From an optimization exercise on the open Yosys and OpenROAD flow, aimed at small area, a short achievable clock period and few clock cycles per item; shortcuts taken in it are not production practice. Where RTL was checked, it was by simulation tests only, not by an equivalence proof against the original.

==> 07-28: inputs <==
## exec_unit
module exec_unit (
	input  logic               clk,
	input  logic               rst,
	input  logic               in_valid,
	output logic               in_ready,
	input  logic [MODE_W-1:0]  mode,
	input  logic [SUB_W-1:0]   sub_op,
	input  logic [XLEN-1:0]    x1,
	input  logic [XLEN-1:0]    x2,
	input  logic [DEST_W-1:0]  dest_sel,
	input  logic [FDEST_W-1:0] flag_sel,
	output logic               out_valid,
	input  logic               out_ready,
	output logic [XLEN-1:0]    y_lo,
	output logic [XLEN-1:0]    y_hi,
	output logic [DEST_W-1:0]  dest,
	output logic [FDEST_W-1:0] flag_dest,
	output logic               exc,
	output logic [EXC_W-1:0]   exc_code
);
	logic s_mul, s_corr, s_mag, s_norm, s_div, s_fixq, s_fixr;
	logic sel_mc, sel_nlo;    
	logic busy, accept;
	logic [4:0] cnt;
	logic [XLEN-1:0] b;       
	logic bs;                 
	logic hx;                 
	logic corr, mul_op, neg_q, neg_r;
	logic [1:0] code_lo;
	logic use_sum, sum_c, sum_s;
	logic hf, hc, hs;
	logic [XLEN-1:0] hi_r;
	assign y_hi = hf ? {{(XLEN-1){hs}}, hc} : hi_r;
	logic is_arith, sgn, is_mul, is_div, div_zero, sh_bad, raise, long_op, known;
	assign is_arith = (mode == MODE_UARITH) || (mode == MODE_SARITH);
	assign sgn      = (mode == MODE_SARITH);
	assign is_mul   = is_arith && (sub_op == ARITH_MUL);
	assign is_div   = is_arith && (sub_op == ARITH_DIV);
	assign div_zero = is_div && (x2 == '0);
  ...
Settings: LEC_CHECK=0, ABC_AREA=1, CAP_MARGIN=30, CORE_MARGIN=2, CORE_UTILIZATION=40, CTS_BUF_LIST=sky130_fd_sc_hd__clkbuf_4 sky130_fd_sc_hd__clkbuf_8, PLACE_DENSITY=0.6, SETUP_SLACK_MARGIN=5, SLEW_MARGIN=30; clock period 11.0 ns.
standard.sh (not shown) runs the stock make flow with config.mk's settings and CLKGATE_MAP_FILE= SYNTH_SCRIPT=/design/flow/synth_recipe.tcl, a recipe that flattens the netlist after the stock synthesis.
==> flow/flow/run.sh <==
#!/bin/bash
# The standard layout, with plain buffers on the ports
set -euo pipefail
bash standard.sh "BUFFER_PORTS_ARGS=-buffer_cell sky130_fd_sc_hd__buf_2" finish > standard_flow.log 2>&1
==> 03-13 (differences from 07-28) <==
--- a/flow/design.v
+++ b/flow/design.v
@@ -249,22 +249,22 @@
 	assign long_op  = is_mul || (is_div && !div_zero);
 	assign known    = is_arith || (mode == MODE_SHIFT) || (mode == MODE_LOGIC) ||
 		(mode == MODE_MOVE) || (mode == MODE_CMP) || (mode == MODE_SEXT);
 	assign in_ready = !busy && (!out_valid || out_ready);
 	assign accept   = in_valid && in_ready;
-	logic [5:0] norm_amt, lza, lzb_raw, lzb, th_amt;
+	logic [5:0] norm_amt, namt, lza_raw, lza, lzb_raw, lzb, th_amt;
 	logic [4:0] rot_amt;
 	logic [XLEN-1:0] rot_src, rot, therm, spill, simple_lo, simple_hi;
 	logic [XLEN-1:0] r0, r1, r2, r3;
 	assign rot_src = busy ? y_lo : x1;
-	assign rot_amt = busy ? (norm_amt[4:0] & {5{!norm_amt[5]}}) : (sub_op[0] ? 5'd0 - x2[4:0] : x2[4:0]);
+	assign rot_amt = busy ? (namt[4:0] & {5{!namt[5]}}) : (sub_op[0] ? 5'd0 - x2[4:0] : x2[4:0]);
 	assign r0  = rot_amt[0] ? {rot_src[XLEN-2:0], rot_src[XLEN-1]} : rot_src;
 	assign r1  = rot_amt[1] ? {r0[XLEN-3:0], r0[XLEN-1:XLEN-2]} : r0;
 	assign r2  = rot_amt[2] ? {r1[XLEN-5:0], r1[XLEN-1:XLEN-4]} : r1;
 	assign r3  = rot_amt[3] ? {r2[XLEN-9:0], r2[XLEN-1:XLEN-8]} : r2;
 	assign rot = rot_amt[4] ? {r3[XLEN-17:0], r3[XLEN-1:XLEN-16]} : r3;
-	assign th_amt  = busy ? {norm_amt[5], norm_amt[4:0] & {5{!norm_amt[5]}}} : x2[5:0];
+	assign th_amt  = busy ? {namt[5], namt[4:0] & {5{!namt[5]}}} : x2[5:0];
 	always_comb begin
 		for (int i = 0; i < XLEN; i++)
 			therm[i] = (6'(i) < th_amt);
 		for (int i = 0; i < XLEN; i++)
 			spill[i] = (!busy && sub_op[0]) ? therm[XLEN-1-i] : therm[i];
@@ -308,16 +308,17 @@
 		.d0  (d0),
 		.d1  (d1),
 		.cin (cin),
 		.sum (sum)
 	);
-	int_div u_lza (.v(y_lo), .n(lza));
-	int_div u_lzb (.v(b ^ {XLEN{bs}}), .n(lzb_raw));
-	assign lzb      = lzb_raw[5] ? 6'd31 : lzb_raw;
+	int_div u_lza (.v(x1 ^ {XLEN{x1[XLEN-1]}}), .n(lza_raw));
+	int_div u_lzb (.v(x2 ^ {XLEN{x2[XLEN-1]}}), .n(lzb_raw));
+	assign lza = !x1[XLEN-1] ? lza_raw : sgn ? lza_raw - 6'd1 : 6'd0;
+	assign lzb = !x2[XLEN-1] ? lzb_raw : sgn ? (lzb_raw[5] ? 6'd31 : lzb_raw) : 6'd0;
 	assign norm_amt = 6'd31 + lza - lzb;
 	logic qz, div_end, rem_neg;
-	assign qz      = norm_amt[5];
+	assign qz      = namt[5];
 	assign rem_neg = sum[XLEN+4];
 	assign div_end = (s_norm && qz) || (s_div && last && !rem_neg) || (s_corr && !mul_op);
 	always_ff @(posedge clk) begin
 		if (rst) begin
 			busy      <= 1'b0;
@@ -420,11 +421,12 @@
 			bs        <= sgn && x2[XLEN-1];
 			corr      <= !sgn && x1[XLEN-1];
 			mul_op    <= is_mul;
 			neg_q     <= sgn && (x1[XLEN-1] ^ x2[XLEN-1]);
 			neg_r     <= sgn && x1[XLEN-1];
-			cnt       <= 5'd7;
+			cnt       <= is_mul ? 5'd7 : 5'(lzb - lza);
+			namt      <= norm_amt;
 			dest      <= (raise || !known) ? '0 : dest_sel;
 			flag_dest <= (raise || !known) ? '0 : flag_sel;
 			exc       <= raise;
 			code_lo   <= div_zero ? 2'd1 : sub_op[0] ? 2'd3 : 2'd2;
 		end else if (busy) begin
@@ -439,11 +441,10 @@
 			if (s_fixr || s_corr)
 				hi_r <= sum[XLEN-1:0];
 			if (s_norm) begin
 				hi_r <= rot & spill;
 				y_lo <= rot & ~spill;
-				cnt  <= 5'(lzb - lza);
 			end
 			if (s_div) begin
 				{hx, hi_r} <= sum[XLEN:0];
 				y_lo       <= {y_lo[XLEN-2:0], !rem_neg};
 			end
==> flow/flow/run.sh (replaced) <==
#!/bin/bash
# The standard layout, with plain buffers on the ports and the timing repair aiming further below the clock period
set -euo pipefail
bash standard.sh SETUP_SLACK_MARGIN=6 "BUFFER_PORTS_ARGS=-buffer_cell sky130_fd_sc_hd__buf_2" finish > standard_flow.log 2>&1
==> 03-26 (differences from 07-28) <==
--- a/flow/design.v
+++ b/flow/design.v
@@ -43,21 +43,25 @@
 endpackage
 import exec_pkg::*;
 module int_mul (
 	input  logic [XLEN+4:0] acc,
 	input  logic [XLEN:0]   m,       
-	input  logic [2:0]      d0,      
-	input  logic [2:0]      d1,      
+	input  logic [2:0]      g0,      
+	input  logic [2:0]      g1,      
 	input  logic            cin,
 	output logic [XLEN+4:0] sum
 );
 	localparam int W = XLEN + 5;
 	logic [W-1:0] me, r0, r1, s, c;
 	logic one0, two0, neg0, one1, two1, neg1;
 	assign me = {{4{m[XLEN]}}, m};
-	assign {one0, two0, neg0} = d0;
-	assign {one1, two1, neg1} = d1;
+	assign one0 = g0[1] ^ g0[0];
+	assign two0 = (g0[2] & !g0[1] & !g0[0]) | (!g0[2] & g0[1] & g0[0]);
+	assign neg0 = g0[2] & !(g0[1] & g0[0]);
+	assign one1 = g1[1] ^ g1[0];
+	assign two1 = (g1[2] & !g1[1] & !g1[0]) | (!g1[2] & g1[1] & g1[0]);
+	assign neg1 = g1[2] & !(g1[1] & g1[0]);
 	assign r0 = ((one0 ? me : '0) | (two0 ? (me << 1) : '0)) ^ {W{neg0}};
 	assign r1 = ((((one1 ? me : '0) | (two1 ? (me << 1) : '0)) ^ {W{neg1}}) << 2) | {{(W-2){1'b0}}, neg1, neg1};
 	assign s = acc ^ r0 ^ r1;
 	assign c = {((acc[W-2:0] & r0[W-2:0]) | (acc[W-2:0] & r1[W-2:0]) | (r0[W-2:0] & r1[W-2:0])), neg0};
 	assign sum = s + c + {{(W-1){1'b0}}, cin | neg1};
@@ -96,79 +100,80 @@
 			n = 6'd32;
 	end
 endmodule
 import exec_pkg::*;
 module int_arith (
+	input  logic            do_mul,
+	input  logic            do_corr,    
 	input  logic            do_div,
 	input  logic            sel_mc,     
 	input  logic            neg_lo,     
 	input  logic            neg_hi,     
+	input  logic            mul_corr,   
+	input  logic            neg_dvs,    
+	input  logic            pb,         
 	input  logic            hx,         
 	input  logic [XLEN-1:0] y_hi,
 	input  logic [XLEN-1:0] y_lo,
 	output logic [XLEN+4:0] acc,
+	output logic [2:0]      g0,
+	output logic [2:0]      g1,
 	output logic            cin
 );
 	assign acc = ({(XLEN+5){sel_mc}} & {{4{hx}}, hx, y_hi}) |
 		({(XLEN+5){do_div}} & {{3{hx}}, hx, y_hi, y_lo[XLEN-1]}) |
 		({(XLEN+5){neg_lo}} & ~{5'd0, y_lo}) |
 		({(XLEN+5){neg_hi}} & ~{5'd0, y_hi});
 	assign cin = neg_lo | neg_hi;
-endmodule
-module booth_dec (
-	input  logic [2:0] g,
-	output logic [2:0] d
-);
-	assign d = {g[1] ^ g[0], (g[2] & !g[1] & !g[0]) | (!g[2] & g[1] & g[0]), g[2] & !(g[1] & g[0])};
+	always_comb begin
+		g0 = 3'b000;
+		g1 = 3'b000;
+		if (do_mul) begin
+			g0 = {y_lo[1:0], pb};
+			g1 = y_lo[3:1];
+		end else if (do_corr)
+			g0 = (mul_corr || !neg_dvs) ? 3'b001 : 3'b110;
+		else if (do_div)
+			g0 = (!hx ^ neg_dvs) ? 3'b110 : 3'b001;
+	end
 endmodule
 import exec_pkg::*;
 module exec_simple (
 	input  logic [MODE_W-1:0] mode,
 	input  logic [SUB_W-1:0]  sub_op,
 	input  logic [XLEN-1:0]   x1,
 	input  logic [XLEN-1:0]   x2,
 	input  logic [XLEN-1:0]   rot,      
 	input  logic [XLEN-1:0]   spill,    
 	output logic [XLEN-1:0]   y_lo,
-	output logic [XLEN-1:0]   y_hi,      
-	output logic              use_sum,   
-	output logic              sum_c,
-	output logic              sum_s
+	output logic [XLEN-1:0]   y_hi
 );
 	logic ext, sub, nz1, nz2, eq, lt, flag0;
-	logic is_arith, is_shift, is_logic;
+	logic is_arith, is_shift, is_logic, use_sum;
 	logic [XLEN:0] sum;
 	logic [3:0] tt;            
 	logic [XLEN-1:0] fill;     
 	logic fill_bit;
 	assign is_arith = (mode == MODE_UARITH) || (mode == MODE_SARITH);
 	assign is_shift = (mode == MODE_SHIFT);
 	assign is_logic = (mode == MODE_LOGIC);
 	assign use_sum  = is_arith && !sub_op[1];
-	assign ext = mode[1];
-	assign sub = sub_op[0];
+	assign ext = mode[4] ? sub_op[0] : mode[1];
+	assign sub = mode[4] | sub_op[0];
 	assign sum = {ext & x1[XLEN-1], x1} + ({ext & x2[XLEN-1], x2} ^ {(XLEN+1){sub}}) + {{XLEN{1'b0}}, sub};
 	assign nz1 = (x1 != '0);
 	assign nz2 = (x2 != '0);
 	assign eq  = (x1 == x2);
-	always_comb begin
-		case (sub_op)
-			CMP_UNSIGNED: lt = (x1 < x2);
-			CMP_SIGNED:   lt = ($signed(x1) < $signed(x2));
-			default:      lt = 1'b0;
-		endcase
-	end
+	assign lt  = sum[XLEN] && !sub_op[1];
 	always_comb begin
 		case (sub_op)
 			LG_AND:  flag0 = nz1 && nz2;
 			LG_OR:   flag0 = nz1 || nz2;
 			LG_NOT:  flag0 = !nz2;
 			default: flag0 = nz1 ^ nz2;
 		endcase
 	end
-	assign sum_c = sum[XLEN];
-	assign sum_s = sum[XLEN] && (mode[1] || sub_op[0]);
 	always_comb begin
 		tt = 4'b0000;
 		case (mode)
 			MODE_UARITH, MODE_SARITH: tt = 4'b1100;    
 			MODE_LOGIC: begin
@@ -189,13 +194,14 @@
 		(sub_op[0] ? {{16{1'b1}}, 16'd0} : {{24{1'b1}}, 8'd0}) : '0;
 	always_comb begin
 		for (int i = 0; i < XLEN; i++)
 			y_lo[i] = fill[i] ? fill_bit : tt[{x1[i], x2[i]}];
 		y_hi = '0;
-		if (use_sum)
+		if (use_sum) begin
 			y_lo = sum[XLEN-1:0];
-		else if (is_shift) begin
+			y_hi = (!mode[1] && !sub_op[0]) ? {{(XLEN-1){1'b0}}, sum[XLEN]} : {XLEN{sum[XLEN]}};
+		end else if (is_shift) begin
 			y_lo = sub_op[1] ? rot : (rot & ~spill);
 			y_hi = rot & spill;
 		end else if (is_logic) begin
 			y_hi[0] = flag0;
 		end else if (mode == MODE_CMP) begin
@@ -230,16 +236,12 @@
 	logic busy, accept;
 	logic [4:0] cnt;
 	logic [XLEN-1:0] b;       
 	logic bs;                 
 	logic hx;                 
-	logic corr, mul_op, neg_q, neg_r;
+	logic pb, corr, mul_op, neg_q, neg_r;
 	logic [1:0] code_lo;
-	logic use_sum, sum_c, sum_s;
-	logic hf, hc, hs;
-	logic [XLEN-1:0] hi_r;
-	assign y_hi = hf ? {{(XLEN-1){hs}}, hc} : hi_r;
 	logic is_arith, sgn, is_mul, is_div, div_zero, sh_bad, raise, long_op, known;
 	assign is_arith = (mode == MODE_UARITH) || (mode == MODE_SARITH);
 	assign sgn      = (mode == MODE_SARITH);
 	assign is_mul   = is_arith && (sub_op == ARITH_MUL);
 	assign is_div   = is_arith && (sub_op == ARITH_DIV);
@@ -274,41 +276,45 @@
 		.sub_op (sub_op),
 		.x1     (x1),
 		.x2     (x2),
 		.rot    (rot),
 		.spill  (spill),
-		.y_lo    (simple_lo),
-		.y_hi    (simple_hi),
-		.use_sum (use_sum),
-		.sum_c   (sum_c),
-		.sum_s   (sum_s)
+		.y_lo   (simple_lo),
+		.y_hi   (simple_hi)
 	);
 	logic last, do_mul, do_div, do_neg, do_corr;
 	logic [XLEN+4:0] acc_in, sum;
-	logic [2:0] d0, d1;        
+	logic [2:0] g0, g1;
 	logic cin;
 	assign last    = (cnt == 5'd0);
 	assign do_mul  = s_mul;
 	assign do_corr = s_corr;
 	assign do_div  = s_div;
 	assign do_neg  = s_mag || s_fixq || s_fixr;
 	int_arith u_sel (
+		.do_mul  (do_mul),
+		.do_corr (do_corr),
 		.do_div  (do_div),
 		.sel_mc  (sel_mc),
 		.neg_lo  (sel_nlo),
 		.neg_hi  (s_fixr),
+		.mul_corr(mul_op),
+		.neg_dvs (bs),
+		.pb      (pb),
 		.hx      (hx),
-		.y_hi    (hi_r),
+		.y_hi    (y_hi),
 		.y_lo    (y_lo),
 		.acc     (acc_in),
+		.g0      (g0),
+		.g1      (g1),
 		.cin     (cin)
 	);
 	int_mul u_add (
 		.acc (acc_in),
 		.m   ({bs, b}),
-		.d0  (d0),
-		.d1  (d1),
+		.g0  (g0),
+		.g1  (g1),
 		.cin (cin),
 		.sum (sum)
 	);
 	int_div u_lza (.v(y_lo), .n(lza));
 	int_div u_lzb (.v(b ^ {XLEN{bs}}), .n(lzb_raw));
@@ -363,42 +369,10 @@
 			n_div  = s_div;
 			n_fixq = s_fixq;
 			n_fixr = s_fixr;
 		end
 	end
-	localparam logic [2:0] G_ADD = 3'b001, G_SUB = 3'b110;
-	logic [2:0] g0n, g1n, d0n, d1n;
-	always_comb begin
-		g0n = 3'b000;
-		g1n = 3'b000;
-		if (accept) begin
-			if (is_mul) begin
-				g0n = {x1[1:0], 1'b0};
-				g1n = x1[3:1];
-			end
-		end else if (s_mul && !last) begin
-			g0n = y_lo[5:3];
-			g1n = y_lo[7:5];
-		end else if (s_mul && last) begin
-			if (corr)
-				g0n = G_ADD;
-		end else if (s_norm) begin
-			if (!qz)
-				g0n = bs ? G_ADD : G_SUB;
-		end else if (s_div && !last)
-			g0n = (rem_neg ^ bs) ? G_ADD : G_SUB;
-		else if (s_div && last && rem_neg)
-			g0n = bs ? G_SUB : G_ADD;
-	end
-	booth_dec u_d0 (.g(g0n), .d(d0n));
-	booth_dec u_d1 (.g(g1n), .d(d1n));
-	always_ff @(posedge clk) begin
-		if (accept || busy) begin
-			d0 <= d0n;
-			d1 <= d1n;
-		end
-	end
 	always_ff @(posedge clk) begin
 		s_mul   <= n_mul;
 		s_corr  <= n_corr;
 		s_mag   <= n_mag;
 		s_norm  <= n_norm;
@@ -409,17 +383,15 @@
 		sel_nlo <= n_mag || n_fixq;
 	end
 	always_ff @(posedge clk) begin
 		if (accept) begin
 			y_lo      <= raise ? '0 : simple_lo;
-			hi_r      <= raise ? '0 : simple_hi;
+			y_hi      <= raise ? '0 : simple_hi;
 			hx        <= 1'b0;
-			hf        <= use_sum;
-			hc        <= sum_c;
-			hs        <= sum_s;
 			b         <= x2;
 			bs        <= sgn && x2[XLEN-1];
+			pb        <= 1'b0;
 			corr      <= !sgn && x1[XLEN-1];
 			mul_op    <= is_mul;
 			neg_q     <= sgn && (x1[XLEN-1] ^ x2[XLEN-1]);
 			neg_r     <= sgn && x1[XLEN-1];
 			cnt       <= 5'd7;
@@ -427,26 +399,27 @@
 			flag_dest <= (raise || !known) ? '0 : flag_sel;
 			exc       <= raise;
 			code_lo   <= div_zero ? 2'd1 : sub_op[0] ? 2'd3 : 2'd2;
 		end else if (busy) begin
 			if (s_mul) begin
-				{hx, hi_r} <= sum[XLEN+4:4];
+				{hx, y_hi} <= sum[XLEN+4:4];
 				y_lo       <= {sum[3:0], y_lo[XLEN-1:4]};
+				pb         <= y_lo[3];
 			end
 			if (s_mul || s_div)
 				cnt <= cnt - 5'd1;
 			if (s_mag || s_fixq)
 				y_lo <= sum[XLEN-1:0];
 			if (s_fixr || s_corr)
-				hi_r <= sum[XLEN-1:0];
+				y_hi <= sum[XLEN-1:0];
 			if (s_norm) begin
-				hi_r <= rot & spill;
+				y_hi <= rot & spill;
 				y_lo <= rot & ~spill;
 				cnt  <= 5'(lzb - lza);
 			end
 			if (s_div) begin
-				{hx, hi_r} <= sum[XLEN:0];
+				{hx, y_hi} <= sum[XLEN:0];
 				y_lo       <= {y_lo[XLEN-2:0], !rem_neg};
 			end
 		end
 	end
 	assign exc_code = exc ? {5'd0, 1'b1, code_lo} : '0;
CAP_MARGIN = 20   (was 30)
SLEW_MARGIN = 20   (was 30)
==> comparison <==
03-26 ran to the end with violations: max-capacitance violations, max-slew violations. 03-13 completed with no timing, DRC or antenna violations. 07-28 went through all stages and came out clean. The lowest routed wire length belongs to 03-13, the highest to 03-26. Synthesized area, highest first: 03-13, 07-28, 03-26. Between 03-26 and 03-13, the lower via count is in 03-13 (gap 0.29%, measured against 03-13). Clock skew, highest first: 07-28, 03-13, 03-26.
Testbench counts of 03-13, summed over its fixed seeds: cycles 73,845, ops 32,000.
Function not checked in 07-28 and 03-26: the RTL went through the layout flow alone.

==> separate check: timing with driven ports <==
The results above use ideal ports. As a check the final layouts listed here were re-extracted and re-timed, cells and wires unchanged. Step 1 sets driving cells, clkbuf_16 on the clock port and buf_2 on the other inputs (assumed; they add their load-dependent delay and slew). Step 2, shift: input delay + t, output delay - t, t = (earliest + latest rising clock arrival at the registers) / 2. This alone moves slack from input paths to output paths. Three values: ideal, step 1, step 2; two values: the first two.
run	shift t [ns]	slack for setup (ns)	clock arrival spread, ns
07-28	0.585	5.074 / 5.074 / 4.621	0.032 / 0.032
03-13	0.558	5.876 / 5.785 / 5.227	0.022 / 0.022
03-26	0.573	5.204 / 5.235 / 4.670	0.017 / 0.017
For 03-13, which loses most, drivers alone change the setup slack by -0.091 ns; drivers and shift together by -0.649 ns.
